From an optimization exercise on the open Yosys and OpenROAD flow, aimed at small area, a short achievable clock period and few clock cycles; shortcuts taken in it are not production practice. The RTL was checked by simulation tests, not by an equivalence proof against the original design. Power figures rest on the tool's default switching activity, not on a simulated workload.

## axi_bram2axis
module axi_bram2axis #(
  parameter int AXI_DATA_WIDTH      = 512,
  parameter int AXI_XFER_SIZE_WIDTH = 32,
  parameter int BRAM_ADDR_WIDTH     = 32,
  parameter int BRAM_DATA_WIDTH     = 512,
  parameter int BRAM_DELAY          = 2,
  parameter int FIFO_DEPTH          = BRAM_DELAY + 2
) (
  input  logic                           clk,
  input  logic                           rst,
  input  logic                           i_bs2a_start,
  output logic                           o_bs2a_done,
  input  logic [AXI_XFER_SIZE_WIDTH-1:0] i_bs2a_data_size_bytes,
  output logic                           o_bs2a_rden,
  output logic [BRAM_ADDR_WIDTH-1:0]     o_bs2a_rdaddr,
  input  logic [BRAM_DATA_WIDTH-1:0]     i_bs2a_rddata,
  output logic                           m_axis_tvalid,
  input  logic                           m_axis_tready,
  output logic [AXI_DATA_WIDTH-1:0]      m_axis_tdata,
  output logic                           m_axis_tlast
);
  localparam int NW = AXI_XFER_SIZE_WIDTH - 6;
  localparam int GW = 4;
  localparam int NG = (NW + GW - 1) / GW;
  logic          done_q;    
  logic          rden_q;    
  logic          vld_q;     
  logic          last_q;    
  logic [NG-1:0] en_q;      
  logic [NW-1:0] w_q;       
  logic [NW-1:0] rem_q;     
  logic [NW-1:0] n_in, cy, rem_dec, addr;
  logic          go, acc, vld_d, last_d, en_d, rem_en;
  assign n_in = i_bs2a_data_size_bytes[AXI_XFER_SIZE_WIDTH-1:6];
  ...
export LEC_CHECK = 0
export CAP_MARGIN = 20
export CORE_AREA = 5 5 385 385
export CTS_BUF_LIST = sky130_fd_sc_hd__clkbuf_8
export CTS_CLUSTER_DIAMETER = 100
export CTS_CLUSTER_SIZE = 50
export DIE_AREA = 0 0 390 390
export SETUP_SLACK_MARGIN = 2.5
export SLEW_MARGIN = 20
export SYNTH_HIERARCHICAL = 1
export SYNTH_MINIMUM_KEEP_SIZE = 0
export TNS_END_PERCENT = 10
create_clock -name core_clock -period 5.0 [get_ports {clk}]
standard.sh (not shown) runs the stock make flow with config.mk's settings and CLKGATE_MAP_FILE= SYNTH_SCRIPT=/design/flow/synth_recipe.tcl, a recipe that flattens the netlist after the stock synthesis.
==> flow/flow/run.sh <==
#!/bin/bash
# The standard layout, with three changes:
# - the port buffers are buf_2 cells instead of the resizer's default (a slow
#   delay cell);
# - the control ports are kept together on one stretch of the bottom edge
#   (flow/pins.tcl), next to the logic between them;
# - the clock tree is built without dummy loads.
set -euo pipefail
export BUFFER_PORTS_ARGS="-buffer_cell sky130_fd_sc_hd__buf_2"
export PRE_IO_PLACEMENT_TCL="$PWD/flow/pins.tcl"
export CTS_ARGS="-sink_clustering_enable -repair_clock_nets -sink_clustering_size 50 -sink_clustering_max_diameter 100 -buf_list sky130_fd_sc_hd__clkbuf_8 -dont_use_dummy_load"
bash standard.sh > standard.log 2>&1
==> flow/flow/pins.tcl <==
# Keep the control ports on one stretch of the bottom edge.
set_io_pin_constraint -region bottom:145-245 -pin_names [get_ports {
  clk rst i_bs2a_start i_bs2a_data_size_bytes* o_bs2a_done o_bs2a_rden
  o_bs2a_rdaddr* m_axis_tvalid m_axis_tready m_axis_tlast}]
The starting point ran to the end with no violations.
Testbench counts at the start, summed over its fixed seeds: cycles 13,562.
Then changed:
--- a/flow/flow/run.sh
+++ b/flow/flow/run.sh
@@ -9,4 +9,4 @@
 export BUFFER_PORTS_ARGS="-buffer_cell sky130_fd_sc_hd__buf_2"
 export PRE_IO_PLACEMENT_TCL="$PWD/flow/pins.tcl"
-export CTS_ARGS="-sink_clustering_enable -repair_clock_nets -sink_clustering_size 50 -sink_clustering_max_diameter 100 -buf_list sky130_fd_sc_hd__clkbuf_8 -dont_use_dummy_load"
+export CTS_ARGS="-sink_clustering_enable -repair_clock_nets -sink_clustering_size 50 -sink_clustering_max_diameter 100 -buf_list sky130_fd_sc_hd__clkbuf_4 -dont_use_dummy_load"
 bash standard.sh > standard.log 2>&1
--- a/flow/config.mk
+++ b/flow/config.mk
@@ -8,11 +8,10 @@
 export CAP_MARGIN = 20
 export CORE_AREA = 5 5 385 385
-export CTS_BUF_LIST = sky130_fd_sc_hd__clkbuf_8
+export CTS_BUF_LIST = sky130_fd_sc_hd__clkbuf_4
 export CTS_CLUSTER_DIAMETER = 100
 export CTS_CLUSTER_SIZE = 50
 export DIE_AREA = 0 0 390 390
-export SETUP_SLACK_MARGIN = 2.5
+export SETUP_SLACK_MARGIN = 2.4
 export SLEW_MARGIN = 20
 export SYNTH_HIERARCHICAL = 1
 export SYNTH_MINIMUM_KEEP_SIZE = 0
-export TNS_END_PERCENT = 10
What happened:
- The new run completed without violations
- clock skew rose by 0.024 ns
- routed wire length fell by 9.3%
- setup slack is worse by 0.040 ns
- register-to-register slack is about the same
- sequential cell count does not change
- cell count does not change
- hold slack is better by 0.0038 ns
- core utilization stays flat
- count of clock-buffer cells in the layout does not change
- combinational power fell by 2.1%
Then changed:
--- a/flow/flow/run.sh
+++ b/flow/flow/run.sh
@@ -9,4 +9,4 @@
 export BUFFER_PORTS_ARGS="-buffer_cell sky130_fd_sc_hd__buf_2"
 export PRE_IO_PLACEMENT_TCL="$PWD/flow/pins.tcl"
-export CTS_ARGS="-sink_clustering_enable -repair_clock_nets -sink_clustering_size 50 -sink_clustering_max_diameter 100 -buf_list sky130_fd_sc_hd__clkbuf_4 -dont_use_dummy_load"
+export CTS_ARGS="-sink_clustering_enable -repair_clock_nets -sink_clustering_size 50 -sink_clustering_max_diameter 100 -buf_list sky130_fd_sc_hd__clkbuf_8 -dont_use_dummy_load"
 bash standard.sh > standard.log 2>&1
--- a/flow/config.mk
+++ b/flow/config.mk
@@ -8,5 +8,5 @@
 export CAP_MARGIN = 20
 export CORE_AREA = 5 5 385 385
-export CTS_BUF_LIST = sky130_fd_sc_hd__clkbuf_4
+export CTS_BUF_LIST = sky130_fd_sc_hd__clkbuf_8
 export CTS_CLUSTER_DIAMETER = 100
 export CTS_CLUSTER_SIZE = 50
Outcome: The changed run passed the timing, DRC and antenna checks; first-iteration DRC count goes up by a few percent; global-route usage hardly moves; sequential cell count is unchanged; critical path depth is unchanged; fmax is about the same; cell count is about the same; setup slack is better by 0.0072 ns; area after synthesis stays the same; power goes up by roughly a tenth; die area does not change.
Then changed:
--- a/flow/config.mk
+++ b/flow/config.mk
@@ -12,5 +12,5 @@
 export CTS_CLUSTER_SIZE = 50
 export DIE_AREA = 0 0 390 390
-export SETUP_SLACK_MARGIN = 2.4
+export SETUP_SLACK_MARGIN = 2.5
 export SLEW_MARGIN = 20
 export SYNTH_HIERARCHICAL = 1
=> Power rose by 1.5%. Utilization rises by 0.27 points. Design area increases by 6.6%. Routed wire length came out higher by 11%. Global-route usage is higher by 0.92 points. Combinational power climbs by about 6%.

run A:
Another version of the RTL of axi_bram2axis (not shown whole).
For scale: roughly 950 cells after synthesis, roughly 1,100 I/O pins.
Settings: LEC_CHECK=0, CAP_MARGIN=20, CORE_AREA=5 5 385 385, CTS_BUF_LIST=sky130_fd_sc_hd__clkbuf_8, CTS_CLUSTER_DIAMETER=100, CTS_CLUSTER_SIZE=50, DIE_AREA=0 0 390 390, SETUP_SLACK_MARGIN=2.4, SLEW_MARGIN=20, SYNTH_HIERARCHICAL=1, SYNTH_MINIMUM_KEEP_SIZE=0; clock period 5.0 ns.
==> flow/flow/run.sh <==
#!/bin/bash
# The standard layout, with four changes:
# - the port buffers are buf_2 cells instead of the resizer's default (a slow
#   delay cell);
# - the control ports are kept together on one stretch of the bottom edge
#   (flow/pins.tcl), next to the logic between them;
# - the clock tree is built without dummy loads;
# - after the standard synthesis, the read-address muxes (select m_axis_tready)
#   are rewritten as NAND2 gates (flow/nandmux.py), a faster path from the
#   select to the output with the same function.
set -euo pipefail
export BUFFER_PORTS_ARGS="-buffer_cell sky130_fd_sc_hd__buf_2"
export PRE_IO_PLACEMENT_TCL="$PWD/flow/pins.tcl"
export CTS_ARGS="-sink_clustering_enable -repair_clock_nets -sink_clustering_size 50 -sink_clustering_max_diameter 100 -buf_list sky130_fd_sc_hd__clkbuf_8 -dont_use_dummy_load"
R=orfs/results/sky130hd/axi_bram2axis/base
bash standard.sh synth > synth.log 2>&1
python3 flow/nandmux.py "$R/1_2_yosys.v" > nandmux.log 2>&1
rm -f "$R/1_synth.odb" "$R/1_synth.sdc"
bash standard.sh > standard.log 2>&1
Scripts as last shown in full above: flow/flow/pins.tcl
Other scripts of this flow, unchanged in this note and not shown: flow/flow/nandmux.py
The flow did not stop early for run A: all stages ran, and the layout cleared the timing, DRC and antenna checks.
Testbench counts of run A, summed over its fixed seeds: cycles 13,562.
> inputs changed (run A -> run B)
Settings: SETUP_SLACK_MARGIN: 2.4 -> 2.2.
==> flow/flow/run.sh <==
#!/bin/bash
# The standard layout, with three changes:
# - the port buffers are buf_2 cells instead of the resizer's default (a slow
#   delay cell);
# - the control ports are kept together on one stretch of the bottom edge
#   (flow/pins.tcl), next to the logic between them;
# - after the standard synthesis, the read-address muxes (select m_axis_tready)
#   are rewritten as NAND2 gates (flow/nandmux.py), a faster path from the
#   select to the output with the same function.
set -euo pipefail
export BUFFER_PORTS_ARGS="-buffer_cell sky130_fd_sc_hd__buf_2"
export PRE_IO_PLACEMENT_TCL="$PWD/flow/pins.tcl"
R=orfs/results/sky130hd/axi_bram2axis/base
bash standard.sh synth > synth.log 2>&1
python3 flow/nandmux.py "$R/1_2_yosys.v" > nandmux.log 2>&1
rm -f "$R/1_synth.odb" "$R/1_synth.sdc"
bash standard.sh > standard.log 2>&1
Delta (run B minus run A): leakage power summed over all cells increased by 2.2% relative to the old numbers, first-pass GRT wire length essentially unchanged. Between run B and run A, the difference in total routed wirelength is negligible. Going from run A to run B, the via count of the first global-routing pass was found to have gone up by about 0.47%. Going from run A to run B, clock-cell share of area up 1.1 points, total power has increased, number of cells traversed by the worst hold path held, part of the power in the clock network +6.9 points. There was hardly any difference in post-CTS clock slew at the launch and capture registers of the worst setup and hold paths between run A and run B. Part of the power in registers: higher on run A. Clock period minus worst slack was higher in run B than in run A.
--- input diff run B..run C ---
Settings: changing SETUP_SLACK_MARGIN from 2.2 to 2.6.
### Flow results
In run C, the combinational power came out 28% above the value in run B.
Against run B, run C comes in 0.26 ns lower on final critical-path required period.
As of run C, initial DRC count had fallen by more than a quarter compared to run B.
Run C: no failed stages, no open violations at the end
On register-to-register slack, run B loses to run C.
Relative to run B, inverter count has gone up in run C.
Run C improves on run B in setup slack of the critical path after layout.
Compared with run B, run C shows a cell-internal power that is about 3% higher.
The net switching power of the design of run C is higher than that of run B.
## Diff of input files: run D against run C
Settings: SETUP_SLACK_MARGIN: 2.6 -> 2.5.
-- flow/flow/run.sh --
<<< run C, line 1
#!/bin/bash
# The standard layout, with three changes:
# - the port buffers are buf_2 cells instead of the resizer's default (a slow
>>> run D, line 1
#!/bin/bash
# The standard layout, with four changes:
# - the port buffers are buf_2 cells instead of the resizer's default (a slow
<<< run C, line 6
#   (flow/pins.tcl), next to the logic between them;
# - after the standard synthesis, the read-address muxes (select m_axis_tready)
>>> run D, line 6
#   (flow/pins.tcl), next to the logic between them;
# - the clock tree is built without dummy loads;
# - after the standard synthesis, the read-address muxes (select m_axis_tready)
<<< run C, line 12
export PRE_IO_PLACEMENT_TCL="$PWD/flow/pins.tcl"
R=orfs/results/sky130hd/axi_bram2axis/base
>>> run D, line 13
export PRE_IO_PLACEMENT_TCL="$PWD/flow/pins.tcl"
export CTS_ARGS="-sink_clustering_enable -repair_clock_nets -sink_clustering_size 50 -sink_clustering_max_diameter 100 -buf_list sky130_fd_sc_hd__clkbuf_8 -dont_use_dummy_load"
R=orfs/results/sky130hd/axi_bram2axis/base
Findings:
- Run C → run D: wire length after detailed routing shows a reduction of 5.2%; routing usage on met3 down 1.9 points.
- [compare] base=run C new=run D: part of the cycle the worst path needs comparable, total power shows a reduction of 140 uW.
- Compared to run C, run D has portion of total power attributed to combinational logic 0.2 points higher.
- From run C to run D the numbers moved as follows: minimum clock period shows a reduction of 0.0050 ns; power density normalized to cell area -4.4%; relative area change from synthesis to final layout shows a reduction of 7.9 points; number of buffer and inverter stages on the critical path was more or less identical; finished layout cell area fell by 580 sq um.
The inputs of run E differ from those of run D as listed below.
Settings: changing SETUP_SLACK_MARGIN from 2.5 to 2.4.
==> flow/flow/run.sh <==
#!/bin/bash
# The standard layout, with three changes:
# - the port buffers are buf_2 cells instead of the resizer's default (a slow
#   delay cell);
# - the control ports are kept together on one stretch of the bottom edge
#   (flow/pins.tcl), next to the logic between them;
# - after the standard synthesis, the read-address muxes (select m_axis_tready)
#   are rewritten as NAND2 gates (flow/nandmux.py), a faster path from the
#   select to the output with the same function.
set -euo pipefail
export BUFFER_PORTS_ARGS="-buffer_cell sky130_fd_sc_hd__buf_2"
export PRE_IO_PLACEMENT_TCL="$PWD/flow/pins.tcl"
R=orfs/results/sky130hd/axi_bram2axis/base
bash standard.sh synth > synth.log 2>&1
python3 flow/nandmux.py "$R/1_2_yosys.v" > nandmux.log 2>&1
rm -f "$R/1_synth.odb" "$R/1_synth.sdc"
bash standard.sh > standard.log 2>&1
- Changes observed in run E relative to run D: routed wire length picked up an extra about 3.3%, global routing met1 resource utilization held steady, part of the power in the clock network moved up, combined area of all synthesized cells has remained practically unchanged.
- Changes observed in run E relative to run D: switching share of total power lower; routability congestion estimate from global placement roughly the same; peak clock frequency supported by timing lower.
- On via count: between run D and run E, it ends up lower for run D.
- Side by side, share of the final layout cell area in sequential cells turned out higher in run E than in run D.
- Per the comparison of run E with run D, first-pass GRT wire length +about 3%; number of top-level design ports barely changed.

axi_bram2axis, a different RTL version from the one above (not shown whole).
For scale: roughly 1000 cells after synthesis, ~1100 I/O pins, ~0.0081 sq mm of cells after synthesis.
Settings: LEC_CHECK=0, CAP_MARGIN=20, CORE_AREA=5 5 385 385, CTS_BUF_LIST=sky130_fd_sc_hd__clkbuf_8, CTS_CLUSTER_DIAMETER=100, CTS_CLUSTER_SIZE=50, DIE_AREA=0 0 390 390, SETUP_SLACK_MARGIN=2.5, SLEW_MARGIN=20; clock period 5.0 ns.
==> flow/flow/run.sh <==
#!/bin/bash
# The standard layout, with two changes: the port buffers are buf_2 cells
# instead of the resizer's default (a slow delay cell), and the control ports
# are kept together on one stretch of the bottom edge (flow/pins.tcl), next to
# the logic between them. The data ports are placed freely as before.
set -euo pipefail
export BUFFER_PORTS_ARGS="-buffer_cell sky130_fd_sc_hd__buf_2"
export PRE_IO_PLACEMENT_TCL="$PWD/flow/pins.tcl"
bash standard.sh > standard.log 2>&1
Scripts as last shown in full above: flow/flow/pins.tcl
The baseline finished clean.
Testbench counts at the start, summed over its fixed seeds: cycles 13,562.
Edit:
==> flow/flow/run.sh (replaced) <==
#!/bin/bash
# The standard layout, with the port buffers made from buf_2 cells instead of
# the buffer the resizer picks by default (a slow delay cell).
set -euo pipefail
export BUFFER_PORTS_ARGS="-buffer_cell sky130_fd_sc_hd__buf_2"
bash standard.sh > standard.log 2>&1
- CTS_BUF_LIST: sky130_fd_sc_hd__clkbuf_8 -> default
- CTS_CLUSTER_DIAMETER: 100 -> default
- CTS_CLUSTER_SIZE: 50 -> default
removed: flow/flow/pins.tcl
The changed run ran to the end with no violations.
Worst setup slack degrades by 0.27 ns.
Power rises by 19%.
Routed wire length climbs by about 10%.
Area after synthesis stays the same.
Via count rose by about 0.7%.
Clock-buffer cell count is lower by 3.
Utilization goes up by 0.10 points.
Maximum frequency decreases by 9.6%.
Edit:
- SETUP_SLACK_MARGIN: 2.5 -> default
What happened:
- The changed run finished with timing, DRC and antenna clean
- final cell count shrinks by 0.77%
- worst hold slack is worse by 0.0073 ns
- clock skew grows by 0.0031 ns
- via count is lower by 3.2%
- die area is unchanged
- first-iteration DRC count drops by 12%
- setup slack is worse by 0.57 ns
- maximum frequency drops by 17%
Edit:
==> flow/flow/run.sh (replaced) <==
#!/bin/bash
# The standard layout, with two changes: the port buffers are buf_2 cells
# instead of the resizer's default (a slow delay cell), and the control ports
# are kept together on one stretch of the bottom edge (flow/pins.tcl), next to
# the logic between them. The data ports are placed freely as before.
set -euo pipefail
export BUFFER_PORTS_ARGS="-buffer_cell sky130_fd_sc_hd__buf_2"
export PRE_IO_PLACEMENT_TCL="$PWD/flow/pins.tcl"
bash standard.sh > standard.log 2>&1
==> flow/flow/pins.tcl (new file) <==
# Keep the control ports on one stretch of the bottom edge.
set_io_pin_constraint -region bottom:145-245 -pin_names [get_ports {
  clk rst i_bs2a_start i_bs2a_data_size_bytes* o_bs2a_done o_bs2a_rden
  o_bs2a_rdaddr* m_axis_tvalid m_axis_tready m_axis_tlast}]
- SETUP_SLACK_MARGIN: default -> 2.5
What happened: The changed run finished with timing, DRC and antenna clean; worst setup slack gets better by 0.84 ns; power shrinks by about 4%; die area is unchanged; flip-flop and latch count is unchanged; sequential power hardly moves; sequential share of layout area shrinks by 1.4 points; clock-buffer cell count grows by 3; wire length shrinks by 9.4%; design area grows by 5.6%; via count grows by 2.4%; maximum frequency grows by 33%.

port drivers added, routing unchanged:
The results above use ideal ports. As a check the final layouts listed here were re-extracted and re-timed, cells and wires unchanged.
Step 1, drivers: a clkbuf_16 drives clk and a buf_2 each remaining input, both assumed.
Step 2, shift: input delay + t, output delay - t, t = (earliest + latest rising clock arrival at the registers) / 2. This alone moves slack from input paths to output paths.
Three values: no drivers, after step 1, after step 2; two values: the first two.
| run | shift t [ns] | slack for setup (ns) | worst slew at a driven data input, ns | pins driven straight from the clock port |
|---|---|---|---|---|
| the first run of note 1 | 0.367 | 2.463 / 2.227 / 2.227 | 0.44 | 1 |
| the second run of note 1 | 0.422 | 2.422 / 2.278 / 2.278 | 0.34 | 1 |
| the third run of note 1 | 0.366 | 2.430 / 2.269 / 2.269 | 0.33 | 1 |
| the fourth run of note 1 | 0.373 | 2.455 / 2.179 / 2.167 | 0.44 | 1 |
| run A | 0.363 | 2.411 / 2.362 / 2.327 | 0.39 | 1 |
| run B | 0.372 | 2.256 / 2.214 / 2.214 | 0.40 | 1 |
| run C | 0.379 | 2.515 / 2.213 / 2.213 | 0.44 | 1 |
| run D | 0.361 | 2.520 / 2.273 / 2.273 | 0.33 | 1 |
| run E | 0.373 | 2.417 / 2.367 / 2.290 | 0.39 | 1 |
| the first run of note 3 | 0.402 | 2.415 / 2.119 / 1.944 | 0.36 | 1 |
| the second run of note 3 | 0.407 | 2.140 / 1.918 / 1.918 | 0.32 | 1 |
| the third run of note 3 | 0.428 | 1.566 / 1.464 / 1.420 | 0.32 | 1 |
| the fourth run of note 3 | 0.378 | 2.410 / 2.133 / 2.115 | 0.36 | 1 |
After both steps setup and hold are still met in every run listed. For the first run of note 3, which loses most, drivers alone change the setup slack by -0.296 ns; drivers and shift together by -0.471 ns.
